What follows belongs to an exercise in optimizing a design on an open flow for small area, a short achievable clock period and few clock cycles per item; a production flow would make more cautious choices.
At most, simulation tests tie the RTL to the original design; equivalence was not proved.
For runs 3 and 4, only the layout was checked, not whether the RTL still works.
Power and IR drop assume default switching activity.

### design/flow/design.v
`timescale 1ns / 1ps
package dmwq_pkg;
  localparam int CAP_W = 5;
  localparam int CFG_IDX_W = 2;
  localparam logic [CFG_IDX_W-1:0] CFG_MODE     = 2'd0;
  localparam logic [CFG_IDX_W-1:0] CFG_CAPACITY = 2'd1;
  localparam logic             MODE_LINEAR   = 1'b0;
  localparam logic             MODE_CIRCULAR = 1'b1;
  localparam logic [CAP_W-1:0] CAP_RESET     = 5'd16;
  localparam logic [1:0] KIND_ENQUEUE = 2'd0;
  localparam logic [1:0] KIND_DEQUEUE = 2'd1;
  localparam logic [1:0] KIND_LOOKUP  = 2'd2;
  typedef enum logic [2:0] {
    ST_OK    = 3'd0,
    ST_FULL  = 3'd1,
    ST_NONE  = 3'd2,
    ST_RANGE = 3'd3,
    ST_UNSUP = 3'd4
  } status_t;
  function automatic logic [CAP_W-1:0] eff_cap(input logic [CAP_W-1:0] raw,
                                               input logic [CAP_W-1:0] cap_max);
    eff_cap = raw;
    if (raw == '0) begin
      eff_cap = CAP_W'(1);
    end else if (raw > cap_max) begin
      eff_cap = cap_max;
    end
  endfunction
endpackage
`timescale 1ns / 1ps
module dmwq_ram #(
  parameter int WIDTH = 32,
  parameter int DEPTH = 16
) (
  input  logic             clk,
  input  logic             clr,
  input  logic [DEPTH-1:0] we_row,
  input  logic [WIDTH-1:0] wdata,
  input  logic [DEPTH-1:0] rsel,
  output logic [WIDTH-1:0] rdata
);
  logic [WIDTH-1:0] mem [DEPTH];
  logic [WIDTH-1:0] wdata_c;
  assign wdata_c = wdata & {WIDTH{!clr}};
  always_ff @(posedge clk) begin
    for (int i = 0; i < DEPTH; i++) begin
      if (clr || we_row[i]) begin
        mem[i] <= wdata_c;
      end
    end
  end
  always_comb begin
    rdata = '0;
    for (int i = 0; i < DEPTH; i++) begin
      rdata = rdata | (mem[i] & {WIDTH{rsel[i]}});
    end
  end
endmodule
module dmwq_rowsel #(
  parameter int DEPTH = 16,
  localparam int AW = (DEPTH > 1) ? $clog2(DEPTH) : 1
) (
  input  logic             in_valid,
  input  logic [1:0]       kind,
  input  logic [AW-1:0]    position,
  input  logic [DEPTH-1:0] wr_row,
  input  logic [DEPTH-1:0] deq_row,
  input  logic [DEPTH-1:0] lkp_row,
  output logic [DEPTH-1:0] we_row,
  output logic [DEPTH-1:0] rsel
);
  logic is_enq;
  logic is_deq;
  logic is_lkp;
  assign is_enq = (kind == dmwq_pkg::KIND_ENQUEUE);
  assign is_deq = (kind == dmwq_pkg::KIND_DEQUEUE);
  assign is_lkp = (kind == dmwq_pkg::KIND_LOOKUP);
  always_comb begin
    for (int i = 0; i < DEPTH; i++) begin
      we_row[i] = in_valid && is_enq && wr_row[i];
      rsel[i]   = (is_deq && deq_row[i]) ||
                  (is_lkp && lkp_row[i] && (position == AW'(i)));
    end
  end
endmodule
`timescale 1ns / 1ps
module dual_mode_word_queue #(
  parameter int DEPTH      = 16,
  parameter int WORD_WIDTH = 32
) (
  input  logic                           clk,
  input  logic                           rst,
  input  logic                           cfg_we,
  input  logic [dmwq_pkg::CFG_IDX_W-1:0] cfg_index,
  input  logic [dmwq_pkg::CAP_W-1:0]     cfg_data,
  input  logic                           in_valid,
  output logic                           in_ready,
  input  logic [1:0]                     kind,
  input  logic [WORD_WIDTH-1:0]          data_word,
  input  logic [3:0]                     position,
  output logic                           out_valid,
  input  logic                           out_ready,
  output logic [2:0]                     status,
  output logic [WORD_WIDTH-1:0]          read_word,
  output logic [dmwq_pkg::CAP_W-1:0]     count,
  output logic                           full_res,
  output logic                           empty_res
);
  localparam int CW      = dmwq_pkg::CAP_W;
  localparam int AW      = $clog2(DEPTH);
  localparam int CAP_MAX = (DEPTH < (2 ** CW) - 1) ? DEPTH : (2 ** CW) - 1;
  logic          mode;
  logic [AW-1:0] capm1;
  logic [CW-1:0] front;
  logic [CW-1:0] wptr;
  logic [CW-1:0] elem_count;
  logic          clr;
  logic          full_f;
  logic          deq_f;
  logic          rearm_f;
  logic          cz_f;
  logic             p1_v;
  logic [2:0]       p1_status;
  logic [DEPTH-1:0] p1_rsel;
  logic                  sk_v;
  logic [2:0]            sk_status;
  logic [WORD_WIDTH-1:0] sk_word;
  logic [CW-1:0]         sk_count;
  logic                  sk_full;
  logic                  sk_empty;
  logic          is_enq;
  logic          is_deq;
  logic          enq_ok;
  logic          deq_ok;
  logic          deq_rearm;
  logic          pos_in;
  logic [CW-1:0] cnt_inc;
  logic [CW-1:0] cnt_dec;
  logic [CW-1:0] wptr_inc;
  logic [CW-1:0] front_inc;
  logic          enq_full;
  logic          cnt_one;
  logic          deq_deq;
  logic          deq_rearm_n;
  logic [2:0]    step_status;
  logic          accept;
  logic          p1_adv;
  logic          p1_v_next;
  logic          sk_v_next;
  logic          in_ready_r;
  logic          cfg_hit;
  logic [DEPTH-1:0]      wr_row;
  logic [DEPTH-1:0]      deq_row;
  logic [DEPTH-1:0]      lkp_row;
  logic [DEPTH-1:0]      we_row;
  logic [DEPTH-1:0]      rsel;
  logic [WORD_WIDTH-1:0] ram_rdata;
  assign in_ready = in_ready_r;
  assign accept   = in_valid && in_ready_r;
  assign cfg_hit  = cfg_we && (cfg_index == dmwq_pkg::CFG_MODE ||
                               cfg_index == dmwq_pkg::CFG_CAPACITY);
  assign p1_adv    = p1_v && (!sk_v || out_ready);
  assign p1_v_next = in_ready_r ? in_valid : (p1_v && !p1_adv);
  assign sk_v_next = sk_v ? (!out_ready || p1_v) :
                            (p1_v && out_valid && !out_ready);
  assign is_enq    = (kind == dmwq_pkg::KIND_ENQUEUE);
  assign is_deq    = (kind == dmwq_pkg::KIND_DEQUEUE);
  assign enq_ok    = is_enq && !full_f;
  assign deq_ok    = is_deq && deq_f;
  assign deq_rearm = is_deq && rearm_f;
  assign pos_in    = (position <= capm1);
  always_comb begin
    cnt_inc   = elem_count + CW'(1);
    cnt_dec   = elem_count - CW'(1);
    wptr_inc  = wptr + CW'(1);
    front_inc = front + CW'(1);
    if (mode == dmwq_pkg::MODE_CIRCULAR && wptr == CW'(capm1)) begin
      wptr_inc = '0;
    end
    if (mode == dmwq_pkg::MODE_CIRCULAR && front == CW'(capm1)) begin
      front_inc = '0;
    end
    enq_full    = (elem_count == CW'(capm1));
    cnt_one     = (elem_count == CW'(1));
    deq_deq     = (mode == dmwq_pkg::MODE_CIRCULAR) ? !cnt_one
                                                    : ((front + CW'(1)) < wptr);
    deq_rearm_n = (mode == dmwq_pkg::MODE_LINEAR) && (front == CW'(capm1));
  end
  always_comb begin
    step_status = dmwq_pkg::ST_OK;
    case (kind)
      dmwq_pkg::KIND_ENQUEUE: begin
        if (full_f) begin
          step_status = dmwq_pkg::ST_FULL;
        end
      end
      dmwq_pkg::KIND_DEQUEUE: begin
        if (!deq_f) begin
          step_status = dmwq_pkg::ST_NONE;
        end
      end
      dmwq_pkg::KIND_LOOKUP: begin
        if (mode != dmwq_pkg::MODE_LINEAR) begin
          step_status = dmwq_pkg::ST_UNSUP;
        end else if (cz_f) begin
          step_status = dmwq_pkg::ST_NONE;
        end else if (!pos_in) begin
          step_status = dmwq_pkg::ST_RANGE;
        end
      end
      default: begin
        step_status = dmwq_pkg::ST_UNSUP;
      end
    endcase
  end
  always_comb begin
    for (int i = 0; i < DEPTH; i++) begin
      wr_row[i]  = in_ready_r && !full_f && (wptr[AW-1:0] == AW'(i));
      deq_row[i] = deq_f && (front[AW-1:0] == AW'(i));
      lkp_row[i] = (mode == dmwq_pkg::MODE_LINEAR) && !cz_f && (AW'(i) <= capm1);
    end
  end
  dmwq_rowsel #(
    .DEPTH(DEPTH)
  ) u_rowsel (
    .in_valid(in_valid),
    .kind    (kind),
    .position(position),
    .wr_row  (wr_row),
    .deq_row (deq_row),
    .lkp_row (lkp_row),
    .we_row  (we_row),
    .rsel    (rsel)
  );
  dmwq_ram #(
    .WIDTH(WORD_WIDTH),
    .DEPTH(DEPTH)
  ) u_store (
    .clk   (clk),
    .clr   (clr),
    .we_row(we_row),
    .wdata (data_word),
    .rsel  (p1_rsel),
    .rdata (ram_rdata)
  );
  always_ff @(posedge clk) begin
    if (in_ready_r) begin
      p1_status <= step_status;
      p1_rsel   <= rsel;
    end
  end
  always_ff @(posedge clk) begin
    if (rst) begin
      clr        <= 1'b1;
      p1_v       <= 1'b0;
      sk_v       <= 1'b0;
      out_valid  <= 1'b0;
      in_ready_r <= 1'b0;
      mode       <= dmwq_pkg::MODE_CIRCULAR;
      capm1      <= AW'(dmwq_pkg::eff_cap(dmwq_pkg::CAP_RESET, CW'(CAP_MAX)) - CW'(1));
      front      <= '0;
      wptr       <= '0;
      elem_count <= '0;
      full_f     <= 1'b0;
      deq_f      <= 1'b0;
      rearm_f    <= 1'b0;
      cz_f       <= 1'b1;
    end else begin
      clr <= 1'b0;
      if (sk_v && out_ready) begin
        status    <= sk_status;
        read_word <= sk_word;
        count     <= sk_count;
        full_res  <= sk_full;
        empty_res <= sk_empty;
      end else if (p1_adv && (!out_valid || out_ready)) begin
        status    <= p1_status;
        read_word <= ram_rdata;
        count     <= elem_count;
        full_res  <= full_f;
        empty_res <= cz_f;
      end
      if (p1_adv && (sk_v || (out_valid && !out_ready))) begin
        sk_status <= p1_status;
        sk_word   <= ram_rdata;
        sk_count  <= elem_count;
        sk_full   <= full_f;
        sk_empty  <= cz_f;
      end
      out_valid  <= sk_v || p1_v || (out_valid && !out_ready);
      sk_v       <= sk_v_next;
      p1_v       <= p1_v_next;
      in_ready_r <= !(p1_v_next && sk_v_next);
      if (cfg_hit) begin
        if (cfg_index == dmwq_pkg::CFG_MODE) begin
          mode <= cfg_data[0];
        end else begin
          capm1 <= AW'(dmwq_pkg::eff_cap(cfg_data, CW'(CAP_MAX)) - CW'(1));
        end
        front      <= '0;
        wptr       <= '0;
        elem_count <= '0;
        full_f     <= 1'b0;
        deq_f      <= 1'b0;
        rearm_f    <= 1'b0;
        cz_f       <= 1'b1;
      end else if (accept) begin
        if (enq_ok) begin
          wptr       <= wptr_inc;
          elem_count <= cnt_inc;
          full_f     <= enq_full;
          deq_f      <= 1'b1;
          cz_f       <= 1'b0;
        end else if (deq_rearm) begin
          front      <= '0;
          wptr       <= '0;
          elem_count <= '0;
          full_f     <= 1'b0;
          deq_f      <= 1'b0;
          rearm_f    <= 1'b0;
          cz_f       <= 1'b1;
        end else if (deq_ok) begin
          front      <= front_inc;
          deq_f      <= deq_deq;
          rearm_f    <= deq_rearm_n;
          if (mode == dmwq_pkg::MODE_CIRCULAR) begin
            elem_count <= cnt_dec;
            full_f     <= 1'b0;
            cz_f       <= cnt_one;
          end
        end
      end
    end
  end
endmodule
### design/flow/run.sh
#!/bin/bash
# synth_recipe.tcl (not shown) runs the flow's synth.tcl, then flattens the netlist and writes it again
# the make line also repeats each setting of config.mk as NAME=value (left out here)
make -C /OpenROAD-flow-scripts/flow DESIGN_CONFIG=/design/flow/config.mk WORK_HOME=/design/flow/orfs CLKGATE_MAP_FILE= SYNTH_SCRIPT=/design/flow/synth_recipe.tcl finish
### design/flow/config.mk
export PLATFORM = sky130hd
export DESIGN_NAME = dual_mode_word_queue
export DESIGN_NICKNAME = dual_mode_word_queue
export VERILOG_FILES = /design/flow/design.v
export SDC_FILE = /design/flow/constraint.sdc
export NUM_CORES = 4
export LEC_CHECK = 0
export ABC_CLOCK_PERIOD_IN_PS = 2000
export CAP_MARGIN = 20
export CORE_MARGIN = 2
export CORE_UTILIZATION = 40
export CTS_CLUSTER_DIAMETER = 60
export CTS_CLUSTER_SIZE = 30
export SETUP_SLACK_MARGIN = 2.85
export SLEW_MARGIN = 20
### design/flow/constraint.sdc
create_clock -name core_clock -period 5.0 [get_ports {clk}]
set_input_delay 1.0000 -clock core_clock [delete_from_list [all_inputs] [get_ports {clk}]]
set_output_delay 1.0000 -clock core_clock [all_outputs]
set_load 0.01 [all_outputs]
==> impl_metrics.tcl, run 1 <==
set metrics [dict create \
    status "timing/DRC/antenna clean" \
    hp-class "flip-flop to flip-flop" \
    use_met3 0.0413 \
    clkLatencyLatePin_ns 0.61 \
    busiest_layer "met2" \
    drive_above_1_share 0.230 \
    first_global_vias 14000 \
    cp-end-kind "output port" \
    maxCapViolCount 0 \
    fin_skew_ns 0.0261 \
    layout.nets 1656 \
    row_count 90 \
    synthesis.nets 1476 \
    rsz0062_at_grt "yes" \
    finalCriticalPeriod_ns 2.17 \
    drc 0 \
    power.density_nw_per_um2 376 \
    cp.arrival_ns 1.17 \
    worst_pin_slew_ns 1.10 \
    grt_first_pass_wirelength_mm 97.5 \
    startpoint_type "flip-flop" \
    cts_buffer_depth 3 \
    vias 14500 \
    ys_ff_latch 644 \
    critPathTopFamily "flip-flops" \
    timing.final.crit_share 0.434 \
    area_growth_pct 21.5 \
    cp.required_ns 4.00 \
    cp_max_fo 1 \
    via_per_inst 6.02 \
    slew_violations 0 \
    cts_made_buffers 43 \
    cts.hold.buffers_added 0 \
    syn_inst 1406 \
    cts.sinks 644 \
    grt_max_degree 33 \
    dieArea_um2 62900 \
    pwr-share-clk 0.368 \
    netlist_area_um2 24400 \
    final_hold_viol_count 0 \
    pwr-share-seq 0.565 \
    cts_max_level 2 \
    initial_utilization 0.404 \
    yosysWarningCount 4 \
    whs_ns 0.447 \
    path_buf_inv 1 \
    p_comb_frac 0.067 \
    ir_drop_uv 230 \
    relSlewSlack 0.268 \
    gp_congestion 0.792 \
    overflow 0 \
    final_util 0.490 \
    switching_share 0.247 \
    path_cells "buf_2" \
    final_cell_mix "edfxtp_1, a22oi_1, a22o_1, a221oi_1" \
    cellInternalPower_w 0.00839 \
    cts_root_buf "clkbuf_16" \
    grt_usage 0.215 \
    wl_mm 70.1 \
    antenna_found_initial 2 \
    cts_tree "done" \
    boundaryPins 94 \
    ys_types 53 \
    first_iter_violations 1709 \
    die_w_um 251 \
    drt_pre_antenna_iters 7 \
    postRouteAntennaNets 0 \
    syn_area_per_cell_um2 17.3 \
    hpwl_mm 33.4 \
    fmax_mhz 461 \
    setup_tns_ns 0 \
    setup-violations-final 0 \
    io_buffer_count 93 \
    yosysSeqAreaShare 0.781 \
    grt_use_met1 0.297 \
    grt_use_met2 0.339 \
    routedWlPerCell_um 29.2 \
    finalPower_w 0.0111 \
    power.switching_w 0.00274 \
    synth_ff_type "edfxtp_1" \
    synth_edf_count 615 \
    final_common_cell "edfxtp_1" \
    coreArea_um2 60400 \
    critical-path-max-stage-delay_ns 0.41 \
    async_flop_share 0 \
    clk_pin_slew_ns 0.11 \
    worstSetupPathType "flip-flop to output port" \
    crit_slowest_cell "edfxtp_1" \
    fp.dieH_um 251 \
    n_antenna_cell 0 \
    p_leak_nw 10.2 \
]
==> cells in the mapped netlist (all sizes together), types with 4 or more instances <==
| master | n | area share |
|---|---|---|
| a211o | 4 | 0.0014 |
| xnor2 | 7 | 0.0025 |
| dfxtp | 29 | 0.024 |
| nand4 | 40 | 0.010 |
| a32o | 4 | 0.0016 |
| nand3b | 4 | 0.0012 |
| a21oi | 21 | 0.0043 |
| nor2b | 39 | 0.010 |
| nor3 | 10 | 0.0023 |
| nand2 | 38 | 0.0059 |
| nand2b | 7 | 0.0021 |
| nor3b | 4 | 0.0012 |
| clkbuf | 66 | 0.010 |
| inv | 15 | 0.0023 |
| a22oi | 133 | 0.041 |
| a22o | 72 | 0.026 |
| mux2 | 42 | 0.019 |
| nand3 | 10 | 0.0021 |
| or3 | 6 | 0.0015 |
| and3 | 33 | 0.0085 |
| o21bai | 10 | 0.0031 |
| nor2 | 35 | 0.0054 |
| a221oi | 64 | 0.023 |
| xor2 | 9 | 0.0032 |
| o21ai | 12 | 0.0025 |
| a31o | 4 | 0.0014 |
| o21a | 4 | 0.0012 |
| buf | 11 | 0.0024 |
| edfxtp | 615 | 0.76 |
| o211ai | 4 | 0.0012 |
| ha | 20 | 0.010 |
==> timing repair <==
item                       in CTS  in global routing
resized for setup             268                 57
setup endpoints to repair     762                460
cloned                         10                  5
pin swaps                      20                  9
buffers inserted               57                 13
==> kinds of logic (layout without fill, tap and decap cells) <==
group,count (synthesis),after routing,share of synthesized area
buffers and inverters,92,296,0.0148
DFF,644,644,0.781
xor gates and xnor gates,16,16,0.00575
and+or+nand+nor,236,240,0.0538
muxes,43,43,0.0198
adders and majority gates,20,20,0.0103
AOI/OAI and AO/OA,355,360,0.114
==> per-stage QoR <==
step	setup WS, ns	instances	instance area (um^2)
6_report	2.83	2401	29600
3_3_place_gp	1.30	2238	26500
2_1_floorplan	2.34	1406	24700
3_5_place_dp	1.20	2238	26500
4_1_cts	2.77	2383	29200
5_1_grt	2.76	2401	29600
==> final cells by class <==
type | instances | area [um^2]
fillers | 4908 | 30800
repair buffers | 203 | 2260
inverters | 15 | 56.3
multi-input cells | 679 | 5570
well taps | 782 | 978
clock buffers | 47 | 1130
flip-flops and latches | 644 | 19100
clock inverters | 31 | 542
==> metal layers <==
layer / up-vias / share of wire
met5: - / 0.0010
met4: 2 / 0.035
met3: 110 / 0.087
met2: 701 / 0.47
met1: 7475 / 0.41
li1: 6166 / -
==> flip-flops by register name (all words and copies together) (netlist names), 3 cells and up <==
name,flops
capm1,4
count,5
elem_count,5
front,5
p1_rsel,16
p1_status,3
read_word,32
sk_count,5
sk_status,3
sk_word,32
status,3
u_store.mem,512
wptr,5
==> path summary, 6_finish.rpt <==
check / start / endpoint / slack [ns] / cells after the start
setup reg to reg: p1_rsel[9]$_DFFE_PP_ / read_word[31]$_DFFE_PP_ / 2.83 / 6
setup / recovery: read_word[14]$_DFFE_PP_ / read_word[14] / 2.83 / 1
hold reg to reg: p1_status[0]$_DFFE_PP_ / sk_status[0]$_DFFE_PP_ / 0.45 / 0
hold / removal: p1_status[0]$_DFFE_PP_ / sk_status[0]$_DFFE_PP_ / 0.45 / 0
==> power groups by stage <==
stage	Combinational (W)	Clock, W	Sequential, W
floorplan	0.000346	0	0.00638
global placement	0.000600	0	0.00640
detailed placement	0.000610	0	0.00641
CTS	0.000707	0.00417	0.00629
global route	0.000788	0.00436	0.00631
finish	0.000746	0.00410	0.00629
Testbench counts, summed over its fixed seeds: cycles 10,915, items 10,787.
==> inputs of run 2 (changes only) <==
--- a/design/flow/config.mk
+++ b/design/flow/config.mk
@@ -11,5 +11,5 @@
 export CORE_UTILIZATION = 40
 export CTS_CLUSTER_DIAMETER = 60
 export CTS_CLUSTER_SIZE = 30
-export SETUP_SLACK_MARGIN = 2.85
+export SETUP_SLACK_MARGIN = 2.8
 export SLEW_MARGIN = 20
==> run 2 against run 1 <==
  * Synthesized cell count stayed put
  * Sequential power hardly changed
  * Clock-buffer cell count is 4 lower
  * Clock power is 1% higher
  * Still clean
  * Critical path depth is 1 higher
  * Largest power group unchanged
  * Area after synthesis stayed put
  * Design area is 1.7% lower
  * Die area stayed put
  * Flip-flop and latch count stayed put
  * Non-clock buffer count is 23 lower
  * Utilization is 0.85 points lower
==> impl_metrics.tcl, run 2 <==
set metrics [dict create \
    slew_violations 0 \
    status "timing/DRC/antenna clean" \
    grt_usage 0.210 \
    cts_made_buffers 43 \
    fmax_mhz 454 \
    ir_drop_uv 259 \
    startpoint_type "flip-flop" \
    nFillCells 5001 \
    clk_pin_slew_ns 0.09 \
    via_per_inst 5.97 \
    postRouteAntennaNets 0 \
    stdcell_area_um2 29100 \
    largest_reg_flops 512 \
    whs_ns 0.473 \
    finalCriticalPeriod_ns 2.20 \
    ys_types 53 \
    maxCapViolCount 0 \
    p_leak_nw 10.0 \
    timing.final.crit_share 0.440 \
    fp.dieH_um 251 \
    ys_top_cells_by_count "edfxtp_1, a22oi_1, a22o_1" \
    yosysWarningCount 4 \
    layout.nets 1633 \
    ys_ff_latch 644 \
    drive_above_1_share 0.207 \
    cts.sinks 644 \
    cp_max_fo 3 \
    synthesis.nets 1476 \
    reg.largest.list "u_store.mem x512, read_word x32, sk_word x32" \
    initial_utilization 0.404 \
    synth_ff_type "edfxtp_1" \
    cts_max_level 2 \
    first_iter_violations 1666 \
    vias 14200 \
    rsz0062_at_grt "yes" \
    yosys.area.top_type_share 0.758 \
    top_register "u_store.mem" \
    post_dp_cell_area_um2 26400 \
    synth_most_common_cell "edfxtp_1" \
    setup_tns_ns 0 \
    final.setup.worst_slack_ns 2.80 \
    cp.required_ns 4.00 \
    coreArea_um2 60400 \
    routedWlPerCell_um 28.0 \
    async_flop_share 0 \
    hp-class "flip-flop to flip-flop" \
    cp-end-kind "output port" \
    drc 0 \
    cts_root_buf "clkbuf_16" \
    boundaryPins 94 \
    hpwl_mm 32.6 \
    area_growth_pct 19.4 \
    dp_slack_ns 1.12 \
    worstSetupPathType "flip-flop to output port" \
    cts_buffer_depth 3 \
    fin_skew_ns 0.0341 \
    die_w_um 251 \
    antenna_found_initial 3 \
    grt_max_degree 33 \
    synth_largest_area_cell "edfxtp_1" \
    grt_first_pass_wirelength_mm 96.4 \
    row_count 90 \
    gp_congestion 0.808 \
    relSlewSlack 0.233 \
    dieArea_um2 62900 \
    worst_pin_slew_ns 1.15 \
    final_common_cell "edfxtp_1" \
    power.density_nw_per_um2 382 \
    syn_inst 1406 \
    cts_tree "done" \
    final_cell_mix "edfxtp_1, a22oi_1, a22o_1, a221oi_1" \
    clkLatencyLatePin_ns 0.60 \
    drt_pre_antenna_iters 5 \
    first_global_vias 14100 \
    yosysSeqAreaShare 0.781 \
    overflow 0 \
    synth_edf_count 615 \
    cp.arrival_ns 1.20 \
    setup-violations-final 0 \
    synth.area.top_cells "edfxtp_1, a22oi_1, a22o_1, dfxtp_1, a221oi_1" \
    final_hold_viol_count 0 \
    wl_mm 66.7 \
    netlist_area_um2 24400 \
    syn_area_per_cell_um2 17.3 \
    io_buffer_count 93 \
]
## run 2: logic make-up (layout without fill, tap and decap cells)
group,Yosys count,after routing,share of synthesized area
AOI/OAI and AO/OA,355,360,0.114
other,0,1,0
DFF,644,644,0.781
muxes,43,43,0.0198
and+or+nand+nor,236,240,0.0538
buffers and inverters,92,272,0.0148
adders and majority gates,20,20,0.0103
xor gates and xnor gates,16,16,0.00575
## run 2: power breakdown
part           internal (W)  leakage (nW)  switching [W]  total [W]
Sequential          0.00619          6.45      0.0000908    0.00629
Clock               0.00188         0.801        0.00226    0.00414
Combinational      0.000261          2.76       0.000442   0.000703
## run 2: area by class of cell
| type | instances | area, um^2 | area share |
|---|---|---|---|
| repair buffers | 180 | 1840 | 0.0634 |
| clock buffers | 43 | 1080 | 0.0370 |
| flip-flops and latches | 644 | 19100 | 0.655 |
| clock inverters | 34 | 594 | 0.0204 |
| multi-input cells | 679 | 5470 | 0.188 |
| inverters | 15 | 56.3 | 0.00194 |
| well taps | 782 | 978 | 0.0336 |
| diodes | 1 | 2.50 | 0.0000860 |
## run 2: path summary, 6_finish.rpt
kind	from	to	slack (ns)	cells past startpoint
min	p1_status[0]$_DFFE_PP_	sk_status[0]$_DFFE_PP_	0.47	0
max	in_ready_r$_SDFF_PP0_	in_ready	2.80	2
max reg2reg	p1_rsel[9]$_DFFE_PP_	read_word[31]$_DFFE_PP_	2.85	6
min reg2reg	p1_status[0]$_DFFE_PP_	sk_status[0]$_DFFE_PP_	0.47	0
## run 2: timing repair
| item | 4_1_cts | 5_1_grt |
|---|---|---|
| gates resized for setup | 249 | 44 |
| cloned | 10 | 0 |
| setup endpoints to repair | 783 | 168 |
| hold buffers | 0 | 0 |
| pin swaps | 14 | 5 |
| buffers inserted | 46 | 6 |
## run 2: worst max-delay path, stage by stage (launching register included)
cell,delay (ns)
dfxtp_4,0.37
buf_12,0.12
buf_6,0.11
## run 2: metrics by stage
stage,cells,util,total power [W]
floorplan,1406,-,0.00672
CTS,2370,0.479,0.0112
finish,2378,0.482,0.0111
global route,2377,0.482,0.0115
detailed placement,2237,0.438,0.00702
global placement,2237,0.438,0.00700
## run 2: metal layers
| metal | track usage | wire length [um] | up-vias |
|---|---|---|---|
| met5 | 0 | 0 | - |
| met4 | 0.0668 | 1920 | 0 |
| met3 | 0.0407 | 5670 | 99 |
| met2 | 0.331 | 30800 | 648 |
| met1 | 0.297 | 28300 | 7317 |
| li1 | - | - | 6123 |
==> inputs of run 3 (changes only) <==
--- a/design/flow/design.v
+++ b/design/flow/design.v
@@ -267,20 +267,22 @@
       cz_f       <= 1'b1;
     end else begin
       clr <= 1'b0;
-      if (sk_v && out_ready) begin
-        status    <= sk_status;
-        read_word <= sk_word;
-        count     <= sk_count;
-        full_res  <= sk_full;
-        empty_res <= sk_empty;
-      end else if (p1_adv && (!out_valid || out_ready)) begin
-        status    <= p1_status;
-        read_word <= ram_rdata;
-        count     <= elem_count;
-        full_res  <= full_f;
-        empty_res <= cz_f;
+      if (!out_valid || out_ready) begin
+        if (sk_v) begin
+          status    <= sk_status;
+          read_word <= sk_word;
+          count     <= sk_count;
+          full_res  <= sk_full;
+          empty_res <= sk_empty;
+        end else begin
+          status    <= p1_status;
+          read_word <= ram_rdata;
+          count     <= elem_count;
+          full_res  <= full_f;
+          empty_res <= cz_f;
+        end
       end
-      if (p1_adv && (sk_v || (out_valid && !out_ready))) begin
+      if (!sk_v || out_ready) begin
         sk_status <= p1_status;
         sk_word   <= ram_rdata;
         sk_count  <= elem_count;
--- a/design/flow/config.mk
+++ b/design/flow/config.mk
@@ -9,7 +9,7 @@
 export CAP_MARGIN = 20
 export CORE_MARGIN = 2
 export CORE_UTILIZATION = 40
-export CTS_CLUSTER_DIAMETER = 60
-export CTS_CLUSTER_SIZE = 30
-export SETUP_SLACK_MARGIN = 2.8
+export SETUP_SLACK_MARGIN = 2.7
 export SLEW_MARGIN = 20
+export SYNTH_HIERARCHICAL = 1
+export SYNTH_MINIMUM_KEEP_SIZE = 0
==> run 3 against run 2 <==
  * Via count down 1.2%
  * Sequential power is 0.6% higher
  * Maximum frequency is 2.1% lower
  * Still clean
  * Setup slack got worse by 0.047 ns
  * Global-route usage fell by 2.0 points
  * Clock skew down 0.012 ns
  * Cell count up 5.1%
  * Register-to-register slack got worse by 0.04 ns
  * Non-clock buffer count is 5 higher
  * Utilization rose by 0.68 points
  * Clock power up 27%
  * Synthesized cell count rose by 0.64%
==> impl_metrics.tcl, run 3 <==
set metrics [dict create \
    grt_max_degree 50 \
    worst_pin_slew_ns 1.11 \
    layout.nets 1677 \
    synth_top_family_by_area "compound AO/OA/AOI/OAI gates" \
    area_growth_pct 21.1 \
    power.density_nw_per_um2 408 \
    cp_max_fo 1 \
    status "timing/DRC/antenna clean" \
    synth-adder-area-share 0.0101 \
    place_inst 2302 \
    cts.hold.buffers_added 0 \
    final_common_cell "edfxtp_1" \
    synth-compound-area-share 0.114 \
    ys_types 62 \
    n_antenna_cell 0 \
    boundaryPins 94 \
    slew_violations 0 \
    synth_edf_count 615 \
    cts.sinks 644 \
    top_register "u_store.mem" \
    initial_utilization 0.404 \
    final_cell_mix "edfxtp_1, a22o_1, a221oi_1, clkbuf_16, buf_4" \
    syn_inst 1415 \
    first_global_vias 14000 \
    synth.area.top_cells "edfxtp_1, a22o_1, a221oi_1, dfxtp_1, mux2_2" \
    synth_largest_area_cell "edfxtp_1" \
    fp.dieH_um 253 \
    cp.required_ns 4.00 \
    critPathTopFamily "flip-flops" \
    drc 0 \
    yosys.area.top_type_share 0.743 \
    synth_ff_type "edfxtp_1" \
    critical-path-max-stage-delay_ns 0.36 \
    dp_slack_ns 1.30 \
    fmax_mhz 445 \
    startpoint_type "flip-flop" \
    drive_above_1_share 0.191 \
    path_buf_inv 1 \
    relSlewSlack 0.258 \
    wl_mm 61.1 \
    setup_tns_ns 0 \
    via_per_inst 5.61 \
    crit_slowest_cell "edfxtp_1" \
    io_buffer_count 93 \
    final.setup.worst_slack_ns 2.75 \
    drt_pre_antenna_iters 5 \
    clkLatencyLatePin_ns 0.61 \
    hpwl_mm 32.6 \
    maxCapViolCount 0 \
    ys_top_cells_by_count "edfxtp_1, a22o_1, a221oi_1" \
    largest_reg_flops 512 \
    cts_made_buffers 68 \
    cp-end-kind "output port" \
    timing.final.crit_share 0.450 \
    routedWlPerCell_um 24.5 \
    cts_root_buf "clkbuf_16" \
    die_w_um 253 \
    postRouteAntennaNets 0 \
    row_count 91 \
    rsz0062_at_grt "no" \
    synthesis.nets 1485 \
    final_hold_viol_count 0 \
    nFillCells 5038 \
    syn_area_per_cell_um2 17.6 \
    cts_max_level 3 \
    yosysWarningCount 10 \
    antenna_found_initial 1 \
    cp.arrival_ns 1.25 \
    overflow 0 \
    finalPower_w 0.0123 \
    fin_skew_ns 0.0218 \
    cts_buffer_depth 3 \
    first_iter_violations 1214 \
    grt_usage 0.191 \
    synth-simple-area-share 0.0626 \
    synth_xor_area_frac 0.00705 \
    synth_mux_area_frac 0.0172 \
    yosysSeqAreaShare 0.766 \
    worstSetupPathType "flip-flop to output port" \
    path_cells "dlygate4sd2_1" \
    gp_congestion 0.830 \
    hp-class "flip-flop to flip-flop" \
    coreArea_um2 61600 \
    p_leak_nw 10.4 \
    async_flop_share 0 \
    vias 14000 \
    finalCriticalPeriod_ns 2.25 \
    ir_drop_uv 251 \
    ys_ff_latch 644 \
    cts_tree "done" \
    synth_most_common_cell "edfxtp_1" \
    setup-violations-final 0 \
    dieArea_um2 64200 \
    reg.largest.list "u_store.mem x512, read_word x32, sk_word x32" \
    fin_cells 2499 \
    grt_first_pass_wirelength_mm 89.9 \
    netlist_area_um2 24900 \
    clk_pin_slew_ns 0.06 \
]
-- run 3: changes by cell type in the layout (fill, tap and decap cells not counted), moves of 13 or more --
cell,change
a22oi_1,-130
a221oi_1,+63
a22o_1,+57
buf_2,-42
and2_1,+39
dlygate4sd2_1,+33
and3_1,-32
clkbuf_16,+30
or2_4,+27
clkinv_1,+13
-- run 3: area by class of cell --
class | instances | area [um^2] | share of cell area
repair buffers | 185 | 2090 | 0.0693
well taps | 837 | 1050 | 0.0348
clock buffers | 88 | 1910 | 0.0636
multi-input cells | 690 | 5510 | 0.183
flip-flops and latches | 644 | 19100 | 0.633
clock inverters | 37 | 425 | 0.0141
inverters | 18 | 67.6 | 0.00224
-- run 3: cells by family (layout without fill, tap and decap cells) --
family | after synthesis | after routing
DFF | 644 | 644
xor gates and xnor gates | 20 | 20
buffers and inverters | 93 | 328
adders and majority gates | 20 | 20
muxes | 38 | 38
AOI/OAI and AO/OA | 334 | 334
and+or+nand+nor | 266 | 278
-- run 3: routing by layer --
layer,wire length (um),vias to the layer above,share of wire,track usage
met1,25600,7189,0.42,0.252
met3,4180,92,0.068,0.0355
met2,29800,495,0.49,0.316
met4,1510,2,0.025,0.0666
li1,-,6234,-,-
met5,14,-,0.00023,0
-- run 3: power by group --
part           switching, W  internal, W  leakage [nW]
Combinational      0.000439     0.000291          2.85
Sequential        0.0000904      0.00624          6.40
Clock               0.00206      0.00318          1.15
-- run 3: final timing paths --
kind	from	end	slack (ns)	cells after the start
setup / recovery	read_word[1]$_DFFE_PP_	read_word[1]	2.75	1
hold / removal	p1_status[1]$_DFFE_PP_	sk_status[1]$_DFFE_PP_	0.45	0
setup reg to reg	full_f$_SDFFE_PP0P_	u_store.mem[13][30]$_DFFE_PP_	2.81	7
hold reg to reg	p1_status[1]$_DFFE_PP_	sk_status[1]$_DFFE_PP_	0.45	0
-- run 3: through the flow --
| step | instance area, um^2 | hold WS [ns] | util |
|---|---|---|---|
| after global routing | 30100 | 0.472 | 0.489 |
| final | 30100 | 0.452 | 0.489 |
| after floorplan | 24900 | 0.403 | - |
| after global placement | 26600 | 0.438 | 0.432 |
| after detailed placement | 26600 | 0.441 | 0.432 |
| after CTS | 29700 | 0.455 | 0.482 |
-- run 3: repair_timing --
action | in CTS | in global routing
cloned | 12 | 1
buffers inserted | 39 | 19
endpoints found under the setup margin | 658 | 439
gates resized for setup | 96 | 29
pin swaps | 1 | 1
==> inputs of run 4 (changes only) <==
--- a/design/flow/config.mk
+++ b/design/flow/config.mk
@@ -9,7 +9,5 @@
 export CAP_MARGIN = 20
 export CORE_MARGIN = 2
 export CORE_UTILIZATION = 40
-export SETUP_SLACK_MARGIN = 2.7
+export SETUP_SLACK_MARGIN = 2.75
 export SLEW_MARGIN = 20
-export SYNTH_HIERARCHICAL = 1
-export SYNTH_MINIMUM_KEEP_SIZE = 0
==> run 4 against run 3 <==
  * Clock-buffer cell count unchanged
  * Sequential share of layout area up 1.8 points
  * Die area down 2.1%
  * Clock skew about the same
  * Sequential power about the same
  * Flip-flop and latch count unchanged
  * Register-to-register slack about the same
  * Highest routed layer unchanged
==> impl_metrics.tcl, run 4 <==
set metrics [dict create \
    status "timing/DRC/antenna clean" \
    power.switching_w 0.00254 \
    gp_congestion 0.829 \
    finalPower_w 0.0117 \
    power.density_nw_per_um2 401 \
    fmax_mhz 449 \
    synth_largest_area_cell "edfxtp_1" \
    largest_reg_flops 512 \
    critical-path-max-stage-delay_ns 0.33 \
    antenna_found_initial 0 \
    io_buffer_count 93 \
    ys_top_cells_by_count "edfxtp_1, a22o_1, a221oi_1" \
    cp.arrival_ns 2.50 \
    cp-end-kind "flip-flop" \
    top_register "u_store.mem" \
    drive_above_1_share 0.183 \
    wl_mm 64.0 \
    synth_xor_area_frac 0.00540 \
    yosys.area.top_type_share 0.759 \
    via_per_inst 5.88 \
    vias 14100 \
    cts_tree "done" \
    row_count 90 \
    n_antenna_cell 0 \
    drt_pre_antenna_iters 7 \
    reg.largest.list "u_store.mem x512, read_word x32, sk_word x32" \
    synth.area.top_cells "edfxtp_1, a22o_1, a221oi_1, dfxtp_1, mux2_2" \
    rsz0062_at_grt "yes" \
    nFillCells 5014 \
    cp_max_fo 32 \
    worst_pin_slew_ns 1.12 \
    postRouteAntennaNets 0 \
    pwr-share-clk 0.400 \
    hp-class "flip-flop to flip-flop" \
    initial_utilization 0.404 \
    first_global_vias 14300 \
    synth-compound-area-share 0.122 \
    synth_ff_type "edfxtp_1" \
    maxCapViolCount 0 \
    synth_top_family_by_area "compound AO/OA/AOI/OAI gates" \
    crit_slowest_cell "clkdlybuf4s15_1" \
    startpoint_type "input port" \
    drc 0 \
    layout.nets 1631 \
    yosysSeqAreaShare 0.783 \
    dieArea_um2 62800 \
    pwr-share-seq 0.539 \
    multi_input_area_um2 5320 \
    netlist_area_um2 24300 \
    path_buf_inv 2 \
    setup-violations-final 0 \
    register_area_um2 19100 \
    final_cell_mix "edfxtp_1, a22o_1, a221oi_1, clkbuf_16, buf_4" \
    syn_area_per_cell_um2 17.5 \
    grt_first_pass_wirelength_mm 93.2 \
    fin_skew_ns 0.0221 \
    routedWlPerCell_um 26.7 \
    finalCriticalPeriod_ns 2.23 \
    synth_mux_area_frac 0.0185 \
    cts_root_buf "clkbuf_16" \
    p_comb_frac 0.061 \
    slew_violations 0 \
    area_growth_pct 20.2 \
    cp.required_ns 5.27 \
    ys_ff_latch 644 \
    switching_share 0.216 \
    synth-adder-area-share 0.0103 \
    path_cells "clkdlybuf4s15_1 > nor2_4 > nand2_1 > nor3_4 > a31o_2 > buf_12" \
    final_common_cell "edfxtp_1" \
    final_hold_viol_count 0 \
    relSlewSlack 0.253 \
    hpwl_mm 32.5 \
    first_iter_violations 1377 \
    boundaryPins 94 \
    async_flop_share 0 \
    ir_drop_uv 238 \
    syn_inst 1387 \
    cts.sinks 644 \
    cellInternalPower_w 0.00921 \
    clk_pin_slew_ns 0.06 \
    grt_max_degree 54 \
    cts_made_buffers 67 \
    clkLatencyLatePin_ns 0.61 \
    coreArea_um2 60200 \
    yosysWarningCount 4 \
    timing.final.crit_share 0.446 \
    critPathTopFamily "simple AND/OR/NAND/NOR gates" \
    worstSetupPathType "input port to flip-flop" \
    synthesis.nets 1457 \
    fp.dieH_um 251 \
    synth_most_common_cell "edfxtp_1" \
    ys_types 52 \
    die_w_um 251 \
    synth_edf_count 615 \
    setup_tns_ns 0 \
    cts_buffer_depth 3 \
    ff2ff_setup_slack_ns 2.81 \
    p_leak_nw 10.0 \
    whs_ns 0.452 \
    synth-simple-area-share 0.0458 \
    cts_max_level 3 \
    overflow 0 \
    grt_usage 0.202 \
]
==> run 4: power groups by stage <==
stage,sequential [W],combinational [W],clock (W)
global placement,0.00643,0.000639,0
CTS,0.00633,0.000710,0.00479
detailed placement,0.00644,0.000651,0
floorplan,0.00642,0.000352,0
global route,0.00635,0.000765,0.00498
finish,0.00633,0.000715,0.00470
==> run 4: timing repair <==
item                                    4_1_cts  5_1_grt
cloned                                        6        1
setup buffers                                41        4
endpoints found under the setup margin      673      325
pin swaps                                    14        2
hold buffers                                  0        0
gates resized for setup                     145       28
==> run 4: logic make-up after synthesis <==
logic type                 count (synthesis)
AOI/OAI and AO/OA                        363
xor gates and xnor gates                  15
adders and majority gates                 20
buffers and inverters                     96
DFF                                      644
muxes                                     40
and+or+nand+nor                          209
==> run 4: per-layer routing <==
layer | track usage | share of wire
met5 | 0.0100 | 0.0014
met4 | 0.0645 | 0.024
met3 | 0.0455 | 0.081
met2 | 0.326 | 0.48
met1 | 0.272 | 0.42
==> run 4: metrics by stage <==
| step | utilization | std cells | setup slack [ns] | instance area, um^2 |
|---|---|---|---|---|
| floorplan | - | 1387 | 2.48 | 24500 |
| global placement | 0.439 | 2222 | 1.31 | 26400 |
| detailed placement | 0.439 | 2222 | 1.26 | 26400 |
| CTS | 0.484 | 2387 | 2.58 | 29200 |
| global route | 0.486 | 2392 | 2.69 | 29300 |
| finish | 0.486 | 2392 | 2.77 | 29300 |
==> run 4: worst paths after layout <==
path,depth (start not counted),start,end
setup / recovery,6,kind[0],u_store.mem[1][18]$_DFFE_PP_
hold / removal,0,p1_status[2]$_DFFE_PP_,sk_status[2]$_DFFE_PP_
setup reg to reg,5,in_ready_r$_SDFF_PP0_,u_store.mem[9][28]$_DFFE_PP_
hold reg to reg,0,p1_status[2]$_DFFE_PP_,sk_status[2]$_DFFE_PP_
==> run 4: final cells by class <==
type,count,share of cell area
sequential,644,0.651
multi-input combinational,653,0.182
clock buffer,88,0.0618
timing repair buffer,174,0.0606
tap,782,0.0334
clock inverter,30,0.00825
inverter,21,0.00269
==> run 4: worst reg2reg max path: cells and delay by family, from the launching register on <==
family	cells	cell delay, ns
compound gates	1	0.18
buf+inv	2	0.61
simple gates	2	0.64
flops	1	0.37

[re-timing with driven ports]
The results above use ideal ports. As a check the final layouts listed here were re-extracted and re-timed, cells and wires unchanged.
Step 1: set_driving_cell puts a clkbuf_16 on clk and a buf_2 on each other input, an assumption about the parent block.
Step 2 times the ports against the registers' clock, not the clock port: input delays grow and output delays shrink by t, the midpoint of the rising clock arrivals with the driver on.
a / b / c = ideal ports / drivers / drivers and shift; a / b = the first two.
run	t (ns)	slack for setup (ns)	hold WS [ns]
run 1	0.653	2.830 / 2.775 / 2.233	0.447 / 0.447 / 0.447
run 2	0.653	2.799 / 2.740 / 2.215	0.473 / 0.473 / 0.473
run 3	0.655	2.751 / 2.692 / 2.152	0.452 / 0.452 / 0.452
run 4	0.653	2.771 / 2.727 / 2.140	0.452 / 0.452 / 0.452
After both steps setup and hold are still met in every run listed. The setup slack of run 4, which loses most, moves by -0.044 ns with the drivers and by -0.631 ns with both steps.
